From an optimization exercise on the open Yosys and OpenROAD flow, aimed at small area and a short achievable clock period; shortcuts taken in it are not production practice. Where RTL was checked, it was by simulation tests only, not by an equivalence proof against the original. No activity file was given, so power comes from the tool's default toggle rates.

==> module jjn_dither_top, before the edit <==
module jjn_dither_top
(
    input  logic             clk,
    input  logic             rst,
    input  logic [RGB_W-1:0] rgb,
    input  logic             de,
    input  logic             hs,
    input  logic             vs,
    output logic [RGB_W-1:0] dout,
    output logic             de_out,
    output logic             hs_out,
    output logic             vs_out
);
    logic [CNT_W-1:0] cnt;
    always_ff @(posedge clk) begin
        if (rst)
            cnt <= '0;
        else if (cnt != CNT_W'(CNT_MAX))
            cnt <= cnt + 1'b1;
    end
    logic [LATENCY-1:0][1:0] sync_taps;
    logic [QLAT:0]           de_taps;
    line_fifo #(.WIDTH(2), .DEPTH(LATENCY)) sync_dly (
        .clk(clk), .din({hs, vs}), .taps(sync_taps)
    );
    line_fifo #(.WIDTH(1), .DEPTH(QLAT + 1)) de_dly (
        .clk(clk), .din(de), .taps(de_taps)
    );
    logic [PIX_STAGES:1][PIX_W-1:0] pix;
    logic [HIST_LEN-2:0][Q_W:0] hist_taps;
    logic [Q_W-1:0]   q_next;
    logic [Q_W-1:0]   q_near;
    logic             bd_near;
    function automatic logic [2:0] share_w1(input logic [Q_W-1:0] q);
        case (q[4:3])
            2'b00:   share_w1 = 3'sd0;
            2'b01:   share_w1 = 3'sd1;
            2'b10:   share_w1 = -3'sd3;
            default: share_w1 = -3'sd2;
        endcase
    endfunction
    function automatic logic [4:0] share_w5(input logic [Q_W-1:0] q);
        share_w5 = $signed(q) - ($signed(q) >>> 3);
    endfunction
    function automatic logic [5:0] share_w7(input logic [Q_W-1:0] q);
        share_w7 = 6'($signed(q)) + 6'($signed(q) >>> 1) - 6'($signed(q) >>> 2);
    endfunction
    logic [PIX_W-1:0] gray_q;
    always_ff @(posedge clk) begin
        gray_q <= {2'b00, rgb[7:2]} + {1'b0, rgb[15:9]} + {2'b00, rgb[23:18]};
    end
    logic           keep_next;
    logic           keep_far;
    logic [3:0]     far_q41;
    logic [4:0]     far_w5;
    logic [4:0]     next_w5;
    logic [5:0]     next_w7;
    assign keep_next = !rst && (cnt >= CNT_W'(HIST_NEXT));
    assign keep_far  = !rst && (cnt >= CNT_W'(HIST_FAR));
    logic use_next;
    logic use_far;
    assign use_next = keep_next && !hist_taps[HIST_NEXT-2][Q_W];
    assign use_far  = keep_far && !hist_taps[HIST_FAR-2][Q_W];
    always_ff @(posedge clk) begin
        far_q41 <= use_far ? hist_taps[HIST_FAR-2][Q_W-1:1] : '0;
        far_w5  <= use_far ? share_w5(hist_taps[HIST_FAR-2][Q_W-1:0]) : '0;
        next_w5 <= use_next ? share_w5(hist_taps[HIST_NEXT-2][Q_W-1:0]) : '0;
        next_w7 <= use_next ? share_w7(hist_taps[HIST_NEXT-2][Q_W-1:0]) : '0;
    end
    assign q_next = hist_taps[HIST_NEXT-1][Q_W] ? '0 : hist_taps[HIST_NEXT-1][Q_W-1:0];
    logic [2:0] far_w1;
    assign far_w1 = share_w1({far_q41, 1'b0});
    logic signed [9:0] far0_sum;
    assign far0_sum = $signed({2'b0, gray_q}) + $signed(far_w1);
    always_ff @(posedge clk) begin
        pix[1] <= far0_sum[9] ? '0 : far0_sum[PIX_W-1:0];
    end
    diffusion_row #(.K(4)) far1 (.clk(clk), .value_in(pix[1]), .share(far_q41), .value_out(pix[2]));
    diffusion_row #(.K(5)) far2 (.clk(clk), .value_in(pix[2]), .share(far_w5), .value_out(pix[3]));
    diffusion_row #(.K(4)) far3 (.clk(clk), .value_in(pix[3]), .share(far_q41), .value_out(pix[4]));
    diffusion_row #(.K(3)) far4 (.clk(clk), .value_in(pix[4]), .share(far_w1), .value_out(pix[5]));
    diffusion_row #(.K(4)) nxt0 (.clk(clk), .value_in(pix[5]), .share(q_next[4:1]), .value_out(pix[6]));
    diffusion_row #(.K(5)) nxt1 (.clk(clk), .value_in(pix[6]), .share(next_w5), .value_out(pix[7]));
    diffusion_row #(.K(6)) nxt2 (.clk(clk), .value_in(pix[7]), .share(next_w7), .value_out(pix[8]));
    diffusion_row #(.K(5)) nxt3 (.clk(clk), .value_in(pix[8]), .share(next_w5), .value_out(pix[9]));
    diffusion_row #(.K(4)) nxt4 (.clk(clk), .value_in(pix[9]), .share(q_next[4:1]), .value_out(pix[10]));
    diffusion_row #(.K(5)) cur0 (.clk(clk), .value_in(pix[10]), .share(share_w5(q_near)), .value_out(pix[11]));
    logic de_eff;
    assign de_eff = de_taps[PIX_STAGES] && (cnt >= CNT_W'(QLAT));
    jjn_quantizer quantizer_i (
        .clk(clk), .value_in(pix[PIX_STAGES]), .de_in(de_eff),
        .q_out(q_near), .bd_out(bd_near)
    );
    logic [Q_W:0] q_code;
    always_comb begin
        if (!de_taps[QLAT])
            q_code = {1'b1, Q_W'(0)};
        else if (q_near == '0 && bd_near)
            q_code = {1'b1, Q_W'(1)};
        else
            q_code = {1'b0, q_near};
    end
    always_ff @(posedge clk) begin
        hist_taps[0] <= q_code;
        for (int i = 1; i < HIST_LEN - 1; i++) begin
            hist_taps[i] <= hist_taps[i-1];
        end
        if (!keep_next) hist_taps[HIST_NEXT-1][Q_W-1:0] <= '0;
    end
    logic       out_ok;
    logic       bd_q;
    logic [2:0] sync_q;
    assign out_ok = !rst && (cnt == CNT_W'(CNT_MAX));
    logic [Q_W:0] out_code;
    logic         out_de;
    logic         out_bd;
    assign out_code = hist_taps[HIST_FAR-1];
    assign out_de   = !out_code[Q_W] || out_code[0];
    assign out_bd   = out_code[Q_W] ? out_code[0] : out_code[Q_W-1];
    always_ff @(posedge clk) begin
        bd_q   <= out_ok && out_bd;
        sync_q <= out_ok ? {out_de, sync_taps[LATENCY-1]} : 3'b000;
    end
    assign dout = {RGB_W{bd_q}};
    assign {de_out, hs_out, vs_out} = sync_q;
endmodule
clock: 6.5 ns
lec_check: 0
abc_area: 1
cap_margin: 20
core_margin: 2
core_utilization: 60
cts_buf_list: sky130_fd_sc_hd__clkbuf_16
cts_cluster_diameter: 80
cts_cluster_size: 20
setup_slack_margin: 3.9
slew_margin: 20
standard.sh (not shown) runs the stock make flow with config.mk's settings and CLKGATE_MAP_FILE= SYNTH_SCRIPT=/design/flow/synth_recipe.tcl, a recipe that flattens the netlist after the stock synthesis.
==> flow/flow/run.sh <==
#!/bin/bash
# The standard layout (standard.sh) with these ORFS settings changed:
#   ADDER_MAP_FILE empty: no adder cells are extracted in synthesis, so ABC
#     maps all of the arithmetic itself (registers and names unchanged);
#   and the placement/CTS/repair settings listed on the make line below.
# Every tool's output goes to orfs_make.log here; ORFS keeps its per-step
# logs under orfs/logs.
set -euo pipefail
bash standard.sh ADDER_MAP_FILE= MATCH_CELL_FOOTPRINT=0 'BUFFER_PORTS_ARGS=-buffer_cell sky130_fd_sc_hd__buf_2' finish > orfs_make.log 2>&1
Next try:
--- a/flow/design.v
+++ b/flow/design.v
@@ -147,15 +147,23 @@
     function automatic logic [4:0] share_w5(input logic [Q_W-1:0] q);
         share_w5 = $signed(q) - ($signed(q) >>> 3);
     endfunction
     function automatic logic [5:0] share_w7(input logic [Q_W-1:0] q);
         share_w7 = 6'($signed(q)) + 6'($signed(q) >>> 1) - 6'($signed(q) >>> 2);
     endfunction
-    logic [PIX_W-1:0] gray_q;
-    always_ff @(posedge clk) begin
-        gray_q <= {2'b00, rgb[7:2]} + {1'b0, rgb[15:9]} + {2'b00, rgb[23:18]};
+    logic [5:0] gr;
+    logic [6:0] gg;
+    logic [5:0] gb;
+    logic [6:0] gs_q;
+    logic [6:1] gc_q;
+    assign gr = rgb[23:18];
+    assign gg = rgb[15:9];
+    assign gb = rgb[7:2];
+    always_ff @(posedge clk) begin
+        gs_q <= {gg[6], gr ^ gg[5:0] ^ gb};
+        gc_q <= (gr & gg[5:0]) | (gr & gb) | (gg[5:0] & gb);
     end
     logic           keep_next;
     logic           keep_far;
     logic [3:0]     far_q41;
     logic [4:0]     far_w5;
     logic [4:0]     next_w5;
@@ -173,13 +181,13 @@
         next_w7 <= use_next ? share_w7(hist_taps[HIST_NEXT-2][Q_W-1:0]) : '0;
     end
     assign q_next = hist_taps[HIST_NEXT-1][Q_W] ? '0 : hist_taps[HIST_NEXT-1][Q_W-1:0];
     logic [2:0] far_w1;
     assign far_w1 = share_w1({far_q41, 1'b0});
     logic signed [9:0] far0_sum;
-    assign far0_sum = $signed({2'b0, gray_q}) + $signed(far_w1);
+    assign far0_sum = $signed({3'b0, gs_q}) + $signed({3'b0, gc_q, 1'b0}) + $signed(far_w1);
     always_ff @(posedge clk) begin
         pix[1] <= far0_sum[9] ? '0 : far0_sum[PIX_W-1:0];
     end
     diffusion_row #(.K(4)) far1 (.clk(clk), .value_in(pix[1]), .share(far_q41), .value_out(pix[2]));
     diffusion_row #(.K(5)) far2 (.clk(clk), .value_in(pix[2]), .share(far_w5), .value_out(pix[3]));
     diffusion_row #(.K(4)) far3 (.clk(clk), .value_in(pix[3]), .share(far_q41), .value_out(pix[4]));
What happened: Sequential share of layout area went up by 0.31 points. Clock-buffer cell count is unchanged. Clock power went down by about 4%. Worst setup slack is better by 0.062 ns. Clock skew barely changes. Total power went down by 2.9%. Wire length went up by 1.4%. Global-route usage barely changes. Via count went up by 0.46%. Die area went up by 1.2%. Utilization is about the same.
Only the layout flow was run in the first run of this note; the RTL was not checked for function there.

## what the ideal ports hide
The flow's constraints put no driver on any port. The routed layouts listed below were extracted and timed again, unchanged, in two steps. Step 1, drivers: a clkbuf_16 drives clk and a buf_2 each remaining input, both assumed. Step 2 times the ports against the registers' clock, not the clock port: input delays grow and output delays shrink by t, the midpoint of the rising clock arrivals with the driver on. a / b / c = no drivers / after step 1 / after step 2; a / b = the first two.
| run | shift t [ns] | setup WS [ns] | worst slew at a driven data input, ns |
|---|---|---|---|
| the first run | 0.597 | 4.003 / 4.013 / 3.423 | 0.06 |
| the second run | 0.584 | 4.065 / 4.017 / 3.758 | 0.04 |
After both steps setup and hold are still met in every run listed. For the first run, which loses most, drivers alone change the setup slack by +0.010 ns; drivers and shift together by -0.580 ns.
